This is an optimization exercise on Yosys and OpenROAD, whose aim is small area, a short achievable clock period and few clock cycles per item, not a production implementation. Where RTL was checked, it was by simulation tests only, not by an equivalence proof against the original. No activity file was given, so power comes from the tool's default toggle rates.

==> inputs of run a <==
==> flow/design.v (excerpt) <==
module alu_seq_param #(
  parameter int WIDTH = 32,
  parameter int SHW   = $clog2(WIDTH)
) (
  input  logic             clk,
  input  logic             rst,
  input  logic             in_valid,
  output logic             in_ready,
  input  logic [3:0]       op,
  input  logic [3:0]       op1,
  input  logic [WIDTH-1:0] in0,
  input  logic [WIDTH-1:0] in1,
  output logic             out_valid,
  input  logic             out_ready,
  output logic [WIDTH-1:0] out,
  output logic [WIDTH-1:0] out0,
  output logic             carryout,
  output logic             overflow,
  output logic             zero,
  output logic             N,
  output logic             err
);
  localparam int D    = 6;       
  localparam int K    = 3;       
  localparam int W    = 46;       
  localparam int LOW  = 24;     
  localparam int HIW  = 40;     
  localparam int ITW  = 2;
  logic          skid_v, s1_v, s2_v, cpa_v, out_v;
  logic [ITW-1:0] it_q;
  logic [71:0]   skid_q;
  logic          stall, s1_mul, last_it, s1_done, s1_free, accept;
  assign stall    = out_v & ~out_ready;
  logic          first, mact;
  assign first    = (it_q == '0);
  assign mact     = ~first | (s1_v & s1_mul);           
  assign last_it  = (it_q == ITW'(K - 1));
  assign s1_done  = s1_v & ~stall & (~s1_mul | first);
  assign s1_free  = ~s1_v | s1_done;
  assign in_ready = ~skid_v;
  assign accept   = in_valid & ~skid_v;
  always_ff @(posedge clk) begin
    if (rst) begin
      skid_v <= 1'b0;
      s1_v   <= 1'b0;
    end else begin
      if (s1_free) begin
        s1_v   <= skid_v | accept;
        skid_v <= 1'b0;
      end else if (accept) begin
        skid_v <= 1'b1;
      end
    end
  end
  always_ff @(posedge clk)
    if (accept & ~s1_free) skid_q <= {op, op1, in0, in1};
  logic [3:0]  n_op, n_op1;
  ...
export LEC_CHECK = 0
export ABC_CLOCK_PERIOD_IN_PS = 3200
export CAP_MARGIN = 20
export CORE_MARGIN = 2
export CORE_UTILIZATION = 40
export SETUP_SLACK_MARGIN = 4.8
export SLEW_MARGIN = 20
create_clock -name core_clock -period 8.0 [get_ports {clk}]
run.sh (not shown) runs the stock make flow with config.mk's settings and CLKGATE_MAP_FILE= SYNTH_SCRIPT=/design/flow/synth_recipe.tcl, a recipe that flattens the netlist after the stock synthesis.
==> run b: changes against run a <==
--- a/flow/design.v
+++ b/flow/design.v
@@ -27,21 +27,18 @@
   localparam int LOW  = 24;     
   localparam int HIW  = 40;     
   localparam int ITW  = 2;
   logic          skid_v, s1_v, s2_v, cpa_v, out_v;
   logic [ITW-1:0] it_q;
   logic [71:0]   skid_q;
   logic          stall, s1_mul, last_it, s1_done, s1_free, accept;
   assign stall    = out_v & ~out_ready;
-  logic          first, mact;
-  assign first    = (it_q == '0);
-  assign mact     = ~first | (s1_v & s1_mul);           
   assign last_it  = (it_q == ITW'(K - 1));
-  assign s1_done  = s1_v & ~stall & (~s1_mul | first);
+  assign s1_done  = s1_v & ~stall & (~s1_mul | last_it);
   assign s1_free  = ~s1_v | s1_done;
   assign in_ready = ~skid_v;
   assign accept   = in_valid & ~skid_v;
   always_ff @(posedge clk) begin
     if (rst) begin
       skid_v <= 1'b0;
       s1_v   <= 1'b0;
     end else begin
@@ -125,103 +122,96 @@
          | ({32{k_or}}  & (a | b))
          | ({32{k_xor}} & (a ^ b))
          | ({32{k_swp}} & {a[15:0], a[31:16]})
          | ({32{k_not}} & ~a);
     r_cy = (k_add & (c32 ^ k_sub)) | (k_sft & shx[0]);
     r_ov = (k_add & (a[31] == b[31]) & (sum[31] != a[31])) | (k_sft & k_sla & sla_ov);
     ill  = k_ill;
   end
-  logic [34:0] dl   [K];
-  logic [K-1:0] dl_v;
+  logic [31:0] s2_res;
+  logic        s2_cy, s2_ov, s2_err;
   always_ff @(posedge clk) begin
-    if (rst) dl_v <= '0;
-    else if (~stall) dl_v <= {dl_v[K-2:0], s1_v & ~s1_mul};
+    if (rst) s2_v <= 1'b0;
+    else if (~stall) s2_v <= s1_v & ~s1_mul;
   end
   always_ff @(posedge clk) begin
     if (~stall) begin
-      dl[0] <= {ill, r_ov, r_cy, res};
-      for (int i = 1; i < K; i++) dl[i] <= dl[i - 1];
+      s2_res <= res;
+      s2_cy  <= r_cy;
+      s2_ov  <= r_ov;
+      s2_err <= ill;
     end
   end
-  logic [31:0] s2_res;
-  logic        s2_cy, s2_ov, s2_err;
-  assign {s2_err, s2_ov, s2_cy, s2_res} = dl[K-1];
-  assign s2_v = dl_v[K-1];
   logic        msgn;
-  logic [32:0] ax, ma_q;
-  logic [37-1:0] bx, sbx, mb_q;
+  logic [32:0] ax;
+  logic [37-1:0] bx;
   assign msgn = k_sgn;
-  assign sbx  = {{(37 - 32){msgn & b[31]}}, b};
-  assign ax   = first ? {msgn & a[31], a} : ma_q;
-  assign bx   = first ? sbx : mb_q;
-  always_ff @(posedge clk)
-    if (~stall & first & s1_v & s1_mul) begin
-      ma_q <= {msgn & a[31], a};
-      mb_q <= sbx;
-    end
+  assign ax   = {msgn & a[31], a};
+  assign bx   = {{(37 - 32){msgn & b[31]}}, b};
   logic [2:0]  dg0 [D];
   logic [2:0]  dgn [D];
   logic [D-1:0] one, two, ng, ns;
   logic [32:0] r [D];
   logic [2:0]  h0;
-  wire  [31:0] b0 = s1_free ? nb : b;        
+  logic        first;
+  assign first = (it_q == '0);
   always_comb begin
-    dg0[0] = {b0[1], b0[0], 1'b0};
+    dg0[0] = {nb[1], nb[0], 1'b0};
     case (it_q)
       2'd0: dgn[0] = {bx[13], bx[12], bx[11]};
       2'd1: dgn[0] = {bx[25], bx[24], bx[23]};
       default: dgn[0] = 3'b000;
     endcase
   end
   always_comb begin
-    dg0[1] = {b0[3], b0[2], b0[1]};
+    dg0[1] = {nb[3], nb[2], nb[1]};
     case (it_q)
       2'd0: dgn[1] = {bx[15], bx[14], bx[13]};
       2'd1: dgn[1] = {bx[27], bx[26], bx[25]};
       default: dgn[1] = 3'b000;
     endcase
   end
   always_comb begin
-    dg0[2] = {b0[5], b0[4], b0[3]};
+    dg0[2] = {nb[5], nb[4], nb[3]};
     case (it_q)
       2'd0: dgn[2] = {bx[17], bx[16], bx[15]};
       2'd1: dgn[2] = {bx[29], bx[28], bx[27]};
       default: dgn[2] = 3'b000;
     endcase
   end
   always_comb begin
-    dg0[3] = {b0[7], b0[6], b0[5]};
+    dg0[3] = {nb[7], nb[6], nb[5]};
     case (it_q)
       2'd0: dgn[3] = {bx[19], bx[18], bx[17]};
       2'd1: dgn[3] = {bx[31], bx[30], bx[29]};
       default: dgn[3] = 3'b000;
     endcase
   end
   always_comb begin
-    dg0[4] = {b0[9], b0[8], b0[7]};
+    dg0[4] = {nb[9], nb[8], nb[7]};
     case (it_q)
       2'd0: dgn[4] = {bx[21], bx[20], bx[19]};
       2'd1: dgn[4] = {bx[33], bx[32], bx[31]};
       default: dgn[4] = 3'b000;
     endcase
   end
   always_comb begin
-    dg0[5] = {b0[11], b0[10], b0[9]};
+    dg0[5] = {nb[11], nb[10], nb[9]};
     case (it_q)
       2'd0: dgn[5] = {bx[23], bx[22], bx[21]};
       2'd1: dgn[5] = {bx[35], bx[34], bx[33]};
       default: dgn[5] = 3'b000;
     endcase
   end
   always_ff @(posedge clk) begin
     for (int m = 0; m < D; m++) begin
       logic [2:0] d;
-      d = (~stall & mact & ~last_it) ? dgn[m] : dg0[m];
-      if ((~stall & mact) | ~mact) begin
+      d = s1_free ? dg0[m] : dgn[m];
+      if (s1_free | (~stall & s1_v & s1_mul)) begin
         one[m] <= d[0] ^ d[1];
         two[m] <= (d[2] & ~d[1] & ~d[0]) | (~d[2] & d[1] & d[0]);
         ng[m]  <= d[2] & ~(d[1] & d[0]);
       end
     end
   end
   always_comb begin
     for (int m = 0; m < D; m++) begin
@@ -944,58 +934,58 @@
   assign fs233 = ns[4] ^ r5[31] ^ fc191;
   assign fc233 = (ns[4] & r5[31]) | (ns[4] & fc191) | (r5[31] & fc191);
   wire fs234, fc234;
   assign fs234 = 1'b1 ^ r5[32];
   assign fc234 = 1'b1 & r5[32];
   logic [2*D:0]   lo_sum;
   logic           lo_cy;
   logic           mzero;
-  logic [LOW-1:0] plo;
   logic           lo_x;
   assign {lo_sum, lo_x} = {1'b0, acc_s[2*D-1:0], 1'b1} + {1'b0, acc_c[2*D-1:0], lo_cy & (it_q != ITW'(1))};
   always_ff @(posedge clk) begin
     if (rst) begin
       it_q  <= '0;
       cpa_v <= 1'b0;
     end else if (~stall) begin
-      cpa_v <= mact & last_it;
-      if (mact) it_q <= last_it ? '0 : it_q + 1'b1;
+      cpa_v <= s1_v & s1_mul & last_it;
+      if (s1_v & s1_mul) it_q <= last_it ? '0 : it_q + 1'b1;
     end
   end
   always_ff @(posedge clk) begin
-    if (~stall & mact) begin
+    if (~stall & s1_v & s1_mul) begin
       acc_s <= {1'b0, 1'b1, ns[5], fs234, fs233, fs232, fs231, fs230, fc228, fc227, fc226, fc225, fc224, fc223, fc222, fc221, fc220, fc219, fc218, fc217, fc216, fc215, fc214, fc213, fc212, fc211, fc210, fc209, fc208, fc207, fc206, fc205, fc204, fc203, fc202, fc201, fc200, fc199, fc198, fc197, fc196, fc195, fc194, fc193, fc192, r0[0]};
       acc_c <= {1'b0, 1'b0, fc234, fc233, fc232, fc231, fc230, fc229, fs229, fs228, fs227, fs226, fs225, fs224, fs223, fs222, fs221, fs220, fs219, fs218, fs217, fs216, fs215, fs214, fs213, fs212, fs211, fs210, fs209, fs208, fs207, fs206, fs205, fs204, fs203, fs202, fs201, fs200, fs199, fs198, fs197, fs196, fs195, fs194, fs193, fs192};
       if (first) mzero <= (a == 32'd0) || (b == 32'd0);
       else begin
         lo_cy <= lo_sum[2*D];
-        for (int i = 1; i < K; i++)
-          if (it_q == ITW'(i)) plo[2*D*(i-1) +: 2*D] <= lo_sum[2*D-1:0];
       end
     end
   end
   logic [HIW-1:0] phi;
   logic           phi_x;
   assign {phi, phi_x} = {acc_s[HIW-1:0], 1'b1} + {acc_c[HIW-1:0], lo_cy};
   logic [31:0] o_q, o0_q;
   logic        cy_q, ov_q, z_q, n_q, e_q;
   always_ff @(posedge clk) begin
     if (rst) out_v <= 1'b0;
     else if (~stall) out_v <= cpa_v | s2_v;
   end
   always_ff @(posedge clk) begin
     if (~stall) begin
       if (cpa_v) begin
-        {o0_q, o_q} <= {phi, plo};
+        {o0_q, o_q[31:LOW]} <= phi;
         cy_q <= 1'b0;
         ov_q <= 1'b0;
         z_q  <= mzero;
         n_q  <= phi[HIW-1];
         e_q  <= 1'b0;
+      end else if (s1_v & s1_mul & ~first) begin
+        for (int i = 1; i < K; i++)
+          if (it_q == ITW'(i)) o_q[2*D*(i-1) +: 2*D] <= lo_sum[2*D-1:0];
       end else begin
         o_q  <= s2_res;
         o0_q <= 32'd0;
         cy_q <= s2_cy;
         ov_q <= s2_ov;
         z_q  <= (s2_res == 32'd0);
         n_q  <= s2_res[31];
         e_q  <= s2_err;
- ABC_CLOCK_PERIOD_IN_PS: 3200 -> default
- SETUP_SLACK_MARGIN: 4.8 -> 4.5
==> run c: changes against run a <==
--- a/flow/design.v
+++ b/flow/design.v
@@ -22,44 +22,43 @@
   output logic             err
 );
   localparam int D    = 6;       
   localparam int K    = 3;       
   localparam int W    = 46;       
   localparam int LOW  = 24;     
   localparam int HIW  = 40;     
   localparam int ITW  = 2;
-  logic          skid_v, s1_v, s2_v, cpa_v, out_v;
+  logic          skid_v, s1_v, s2_v, cpa_v, out_v, mact;
   logic [ITW-1:0] it_q;
   logic [71:0]   skid_q;
-  logic          stall, s1_mul, last_it, s1_done, s1_free, accept;
+  logic          stall, last_it, first, accept, src_v, go, go_mul, go_alu;
   assign stall    = out_v & ~out_ready;
-  logic          first, mact;
   assign first    = (it_q == '0);
-  assign mact     = ~first | (s1_v & s1_mul);           
   assign last_it  = (it_q == ITW'(K - 1));
-  assign s1_done  = s1_v & ~stall & (~s1_mul | first);
-  assign s1_free  = ~s1_v | s1_done;
-  assign in_ready = ~skid_v;
+  logic          in_rdy_q;
+  assign in_ready = in_rdy_q;
   assign accept   = in_valid & ~skid_v;
+  assign src_v    = skid_v | in_valid;
+  assign go       = ~stall & src_v & (~n_mul | ~mact | last_it);
+  assign go_mul   = go & n_mul;
+  assign go_alu   = go & ~n_mul;
   always_ff @(posedge clk) begin
     if (rst) begin
       skid_v <= 1'b0;
+      in_rdy_q <= 1'b1;
       s1_v   <= 1'b0;
     end else begin
-      if (s1_free) begin
-        s1_v   <= skid_v | accept;
-        skid_v <= 1'b0;
-      end else if (accept) begin
-        skid_v <= 1'b1;
-      end
+      skid_v <= src_v & ~go;
+      in_rdy_q <= ~(src_v & ~go);
+      if (~stall) s1_v <= go_alu;
     end
   end
   always_ff @(posedge clk)
-    if (accept & ~s1_free) skid_q <= {op, op1, in0, in1};
+    if (~skid_v) skid_q <= {op, op1, in0, in1};
   logic [3:0]  n_op, n_op1;
   logic [31:0] n_a, n_b, nb;
   assign {n_op, n_op1, n_a, nb} = skid_v ? skid_q : {op, op1, in0, in1};
   logic n_add, n_sft, n_and, n_or, n_xor, n_swp, n_not, n_mul, n_ill;
   always_comb begin
     n_add = (n_op == 4'd0) && (n_op1[3:2] == 2'd0);
     n_sft = (n_op == 4'd1) && (n_op1[3:2] == 2'd0);
     n_and = (n_op == 4'd2) && (n_op1 == 4'd0);
@@ -67,108 +66,108 @@
     n_xor = (n_op == 4'd2) && (n_op1 == 4'd2);
     n_swp = (n_op == 4'd2) && (n_op1 == 4'd3);
     n_not = (n_op == 4'd2) && (n_op1 == 4'd4);
     n_mul = (n_op == 4'd3) && (n_op1[3:1] == 3'd0);
     n_ill = ~(n_add | n_sft | n_and | n_or | n_xor | n_swp | n_not | n_mul);
     n_b   = nb;
     if (n_add) n_b = (n_op1[0] ? 32'd1 : nb) ^ {32{n_op1[1]}};
   end
+  logic        n_left;
+  logic [31:0] n_arev;
+  assign n_left = ~(n_op1[0] ^ n_op1[1]);                 
+  always_comb begin
+    for (int i = 0; i < 32; i++) n_arev[i] = n_a[31 - i];
+  end
   logic [31:0] a, b;
-  logic        k_add, k_sft, k_and, k_or, k_xor, k_swp, k_not, k_ill;
-  logic        k_sub, k_sl, k_sra, k_sla, k_sgn;
+  logic        k_add, k_sl, k_sr, k_and, k_or, k_xor, k_swp, k_not, k_ill;
+  logic        k_sub, k_fill, k_sla;
   always_ff @(posedge clk) begin
-    if (s1_free) begin
-      a     <= n_a;
+    if (~stall) begin
+      a     <= (n_sft & n_left) ? n_arev : n_a;
       b     <= n_b;
       k_add <= n_add;
-      k_sft <= n_sft;
+      k_sl  <= n_sft & n_left;
+      k_sr  <= n_sft & ~n_left;
       k_and <= n_and;
       k_or  <= n_or;
       k_xor <= n_xor;
       k_swp <= n_swp;
       k_not <= n_not;
-      s1_mul <= n_mul;
       k_ill <= n_ill;
       k_sub <= n_op1[1];
-      k_sl  <= ~(n_op1[0] ^ n_op1[1]);                   
-      k_sra <= (n_op1[1:0] == 2'd2);
-      k_sla <= (n_op1[1:0] == 2'd3);
-      k_sgn <= n_op1[0];
+      k_fill <= (n_op1[1:0] == 2'd2) & n_a[31];            
+      k_sla <= n_sft & (n_op1[1:0] == 2'd3);
     end
   end
   logic [31:0] sum;
   logic        c32, sum_x;
   assign {c32, sum, sum_x} = {1'b0, a, 1'b1} + {1'b0, b, k_sub};
-  logic [4:0]  sh;
-  logic [31:0] arev, srcw, shw_r;
   logic [32:0] shx;
-  logic        sla_ov;
-  assign sh = b[4:0];
+  logic [31:0] shl;
   always_comb begin
-    for (int i = 0; i < 32; i++) arev[i] = a[31 - i];
-    srcw = k_sl ? arev : a;
-    shx  = $signed({k_sra & a[31], srcw, 1'b0}) >>> sh;
-    for (int i = 0; i < 32; i++) shw_r[i] = shx[32 - i];
+    shx = $signed({k_fill, a, 1'b0}) >>> b[4:0];
+    for (int i = 0; i < 32; i++) shl[i] = shx[32 - i];
   end
   logic [31:0] tr, msk;
+  logic        sla_ov;
   always_comb begin
     tr[0] = 1'b0;
-    for (int i = 1; i < 32; i++) tr[i] = a[i] ^ a[i - 1];
-    for (int i = 0; i < 32; i++) msk[i] = (32 - i) <= int'(sh);
+    for (int i = 1; i < 32; i++) tr[i] = a[31 - i] ^ a[32 - i];
+    for (int i = 0; i < 32; i++) msk[i] = (32 - i) <= int'(b[4:0]);
   end
   assign sla_ov = |(tr & msk);
   logic [31:0] res;
   logic        r_cy, r_ov, ill;
   always_comb begin
     res  = ({32{k_add}} & sum)
-         | ({32{k_sft}} & (k_sl ? shw_r : shx[32:1]))
+         | ({32{k_sl}}  & shl)
+         | ({32{k_sr}}  & shx[32:1])
          | ({32{k_and}} & (a & b))
          | ({32{k_or}}  & (a | b))
          | ({32{k_xor}} & (a ^ b))
          | ({32{k_swp}} & {a[15:0], a[31:16]})
          | ({32{k_not}} & ~a);
-    r_cy = (k_add & (c32 ^ k_sub)) | (k_sft & shx[0]);
-    r_ov = (k_add & (a[31] == b[31]) & (sum[31] != a[31])) | (k_sft & k_sla & sla_ov);
+    r_cy = (k_add & (c32 ^ k_sub)) | ((k_sl | k_sr) & shx[0]);
+    r_ov = (k_add & (a[31] == b[31]) & (sum[31] != a[31])) | (k_sla & sla_ov);
     ill  = k_ill;
   end
   logic [34:0] dl   [K];
   logic [K-1:0] dl_v;
   always_ff @(posedge clk) begin
     if (rst) dl_v <= '0;
-    else if (~stall) dl_v <= {dl_v[K-2:0], s1_v & ~s1_mul};
+    else if (~stall) dl_v <= {dl_v[K-2:0], s1_v};
   end
   always_ff @(posedge clk) begin
     if (~stall) begin
       dl[0] <= {ill, r_ov, r_cy, res};
       for (int i = 1; i < K; i++) dl[i] <= dl[i - 1];
     end
   end
   logic [31:0] s2_res;
   logic        s2_cy, s2_ov, s2_err;
   assign {s2_err, s2_ov, s2_cy, s2_res} = dl[K-1];
   assign s2_v = dl_v[K-1];
-  logic        msgn;
-  logic [32:0] ax, ma_q;
-  logic [37-1:0] bx, sbx, mb_q;
-  assign msgn = k_sgn;
-  assign sbx  = {{(37 - 32){msgn & b[31]}}, b};
-  assign ax   = first ? {msgn & a[31], a} : ma_q;
-  assign bx   = first ? sbx : mb_q;
+  logic [32:0] ax;
+  logic [37-1:0] bx;
+  logic        bz_lo;
+  logic        mu_ld;
+  assign mu_ld = ~mact | (last_it & ~stall);
   always_ff @(posedge clk)
-    if (~stall & first & s1_v & s1_mul) begin
-      ma_q <= {msgn & a[31], a};
-      mb_q <= sbx;
+    if (mu_ld) begin
+      ax   <= {n_op1[0] & n_a[31], n_a};
+      bx   <= {{(37 - 32){n_op1[0] & nb[31]}}, nb};
+      bz_lo <= (nb[10:0] == 11'd0);
     end
   logic [2:0]  dg0 [D];
   logic [2:0]  dgn [D];
   logic [D-1:0] one, two, ng, ns;
   logic [32:0] r [D];
   logic [2:0]  h0;
-  wire  [31:0] b0 = s1_free ? nb : b;        
+  wire  [31:0] b0 = nb;
   always_comb begin
     dg0[0] = {b0[1], b0[0], 1'b0};
     case (it_q)
       2'd0: dgn[0] = {bx[13], bx[12], bx[11]};
       2'd1: dgn[0] = {bx[25], bx[24], bx[23]};
       default: dgn[0] = 3'b000;
     endcase
   end
@@ -210,18 +209,18 @@
       2'd0: dgn[5] = {bx[23], bx[22], bx[21]};
       2'd1: dgn[5] = {bx[35], bx[34], bx[33]};
       default: dgn[5] = 3'b000;
     endcase
   end
   always_ff @(posedge clk) begin
     for (int m = 0; m < D; m++) begin
       logic [2:0] d;
-      d = (~stall & mact & ~last_it) ? dgn[m] : dg0[m];
-      if ((~stall & mact) | ~mact) begin
+      d = (~mact | last_it) ? dg0[m] : dgn[m];
+      if (~mact | ~stall) begin
         one[m] <= d[0] ^ d[1];
         two[m] <= (d[2] & ~d[1] & ~d[0]) | (~d[2] & d[1] & d[0]);
         ng[m]  <= d[2] & ~(d[1] & d[0]);
       end
     end
   end
   always_comb begin
     for (int m = 0; m < D; m++) begin
@@ -951,27 +950,29 @@
   logic           mzero;
   logic [LOW-1:0] plo;
   logic           lo_x;
   assign {lo_sum, lo_x} = {1'b0, acc_s[2*D-1:0], 1'b1} + {1'b0, acc_c[2*D-1:0], lo_cy & (it_q != ITW'(1))};
   always_ff @(posedge clk) begin
     if (rst) begin
       it_q  <= '0;
       cpa_v <= 1'b0;
+      mact  <= 1'b0;
     end else if (~stall) begin
       cpa_v <= mact & last_it;
-      if (mact) it_q <= last_it ? '0 : it_q + 1'b1;
+      mact  <= go_mul | (mact & ~last_it);
+      it_q  <= (mact & ~last_it) ? it_q + 1'b1 : '0;
     end
   end
   always_ff @(posedge clk) begin
     if (~stall & mact) begin
       acc_s <= {1'b0, 1'b1, ns[5], fs234, fs233, fs232, fs231, fs230, fc228, fc227, fc226, fc225, fc224, fc223, fc222, fc221, fc220, fc219, fc218, fc217, fc216, fc215, fc214, fc213, fc212, fc211, fc210, fc209, fc208, fc207, fc206, fc205, fc204, fc203, fc202, fc201, fc200, fc199, fc198, fc197, fc196, fc195, fc194, fc193, fc192, r0[0]};
       acc_c <= {1'b0, 1'b0, fc234, fc233, fc232, fc231, fc230, fc229, fs229, fs228, fs227, fs226, fs225, fs224, fs223, fs222, fs221, fs220, fs219, fs218, fs217, fs216, fs215, fs214, fs213, fs212, fs211, fs210, fs209, fs208, fs207, fs206, fs205, fs204, fs203, fs202, fs201, fs200, fs199, fs198, fs197, fs196, fs195, fs194, fs193, fs192};
-      if (first) mzero <= (a == 32'd0) || (b == 32'd0);
-      else begin
+      if (last_it) mzero <= (ax == 33'd0) || (bz_lo && (bx[37-1:11] == '0));
+      if (~first) begin
         lo_cy <= lo_sum[2*D];
         for (int i = 1; i < K; i++)
           if (it_q == ITW'(i)) plo[2*D*(i-1) +: 2*D] <= lo_sum[2*D-1:0];
       end
     end
   end
   logic [HIW-1:0] phi;
   logic           phi_x;
- ABC_CLOCK_PERIOD_IN_PS: 3200 -> default
- CORE_UTILIZATION: 40 -> 60
- PLACE_DENSITY: default -> 0.7
- SETUP_SLACK_MARGIN: 4.8 -> 4.6
==> comparison <==
Of run b and run c, run c has the higher clock-buffer cell count (gap 9). Of run b and run c, run b has the higher clock skew (gap 0.038 ns). Of run c and run b, run c has the higher via count (gap about 8%, measured against run b). Between run c and run a, the lower global-route usage is in run a (gap 9.0 points). Between run a and run c, the lower worst setup slack is in run a (gap 0.51 ns). Run b completed without violations. Run a went through all stages and came out clean. Run c finished with timing, DRC and antenna clean. The lowest clock power belongs to run b, the highest to run a. The highest fmax belongs to run c, the lowest to run a. Between run b and run a, the lower sequential cell count is in run b (gap 139). The highest core utilization belongs to run c, the lowest to run b.
==> figures <==
item                                                                                                run b           run c           run a
Status                                                                           timing/DRC/antenna clean  timing/DRC/antenna clean  timing/DRC/antenna clean
Inverters                                                                                             304             379             339
Gate count of the mapped netlist                                                                     3119            3348            3298
Inserted Diodes                                                                                         0               1               2
Routed Wire Length                                                                         109000 microns  112000 microns  125000 microns
Endpoint arrival time on the critical path                                                        3.87 ns         3.78 ns         4.34 ns
Warnings from Yosys                                                                                     4               5               5
Number of flip-flops and latches                                                                      369             521             508
Portion of synthesized cell area occupied by the leading cell type                                  33.3%           36.4%           40.9%
Total clock buffers created by CTS                                                                     44              54              58
Non-clock buffer area fraction after layout                                                         8.47%           7.57%           11.7%
Signal buffers                                                                                        309             306             484
Post-CTS clock slew at the launch and capture registers of the worst setup and hold paths         0.06 ns         0.06 ns         0.07 ns
Switch share                                                                                        36.3%           32.0%           33.6%
Sinks on the clock net                                                                                369             521             508
Nets@finish                                                                                          3661            3884            4064
Die area                                                                                      83900 sq um     62300 sq um     94000 sq um
Total clock network power                                                                         1.99 mW         2.56 mW         2.66 mW
Min Clock Period, post-route                                                                      3.52 ns         3.45 ns         3.96 ns
Net Switching                                                                                     2.83 mW         2.79 mW         3.13 mW
Testbench counts of run c, summed over its fixed seeds: cycles 3,837, items 3,200.
Only the layout flow was run in run a and run b; the RTL was not checked for function there.

==> static timing again, ports no longer ideal <==
The flow's constraints put no driver on any port. The routed layouts listed below were extracted and timed again, unchanged, in two steps.
Step 1, drivers: a clkbuf_16 drives clk and a buf_2 each remaining input, both assumed.
Step 2 adds t to the input delays and takes it off the output delays; t is the mean of the earliest and latest rising clock arrival at the registers after step 1. Input paths then give back, and output paths get back, about the clock's delay inside the block.
Three values: no drivers, after step 1, after step 2; two values: the first two.
run | t (ns) | slack for setup (ns) | worst setup path after step 2
run a | 0.731 | 4.041 / 4.041 / 4.041 | register to register
run b | 0.666 | 4.476 / 4.476 / 3.950 | input to register
run c | 0.692 | 4.554 / 4.554 / 4.128 | input to register
After both steps every run listed still meets setup and hold. The setup slack of run b, which loses most, moves by 0.000 ns with the drivers and by -0.526 ns with both steps.
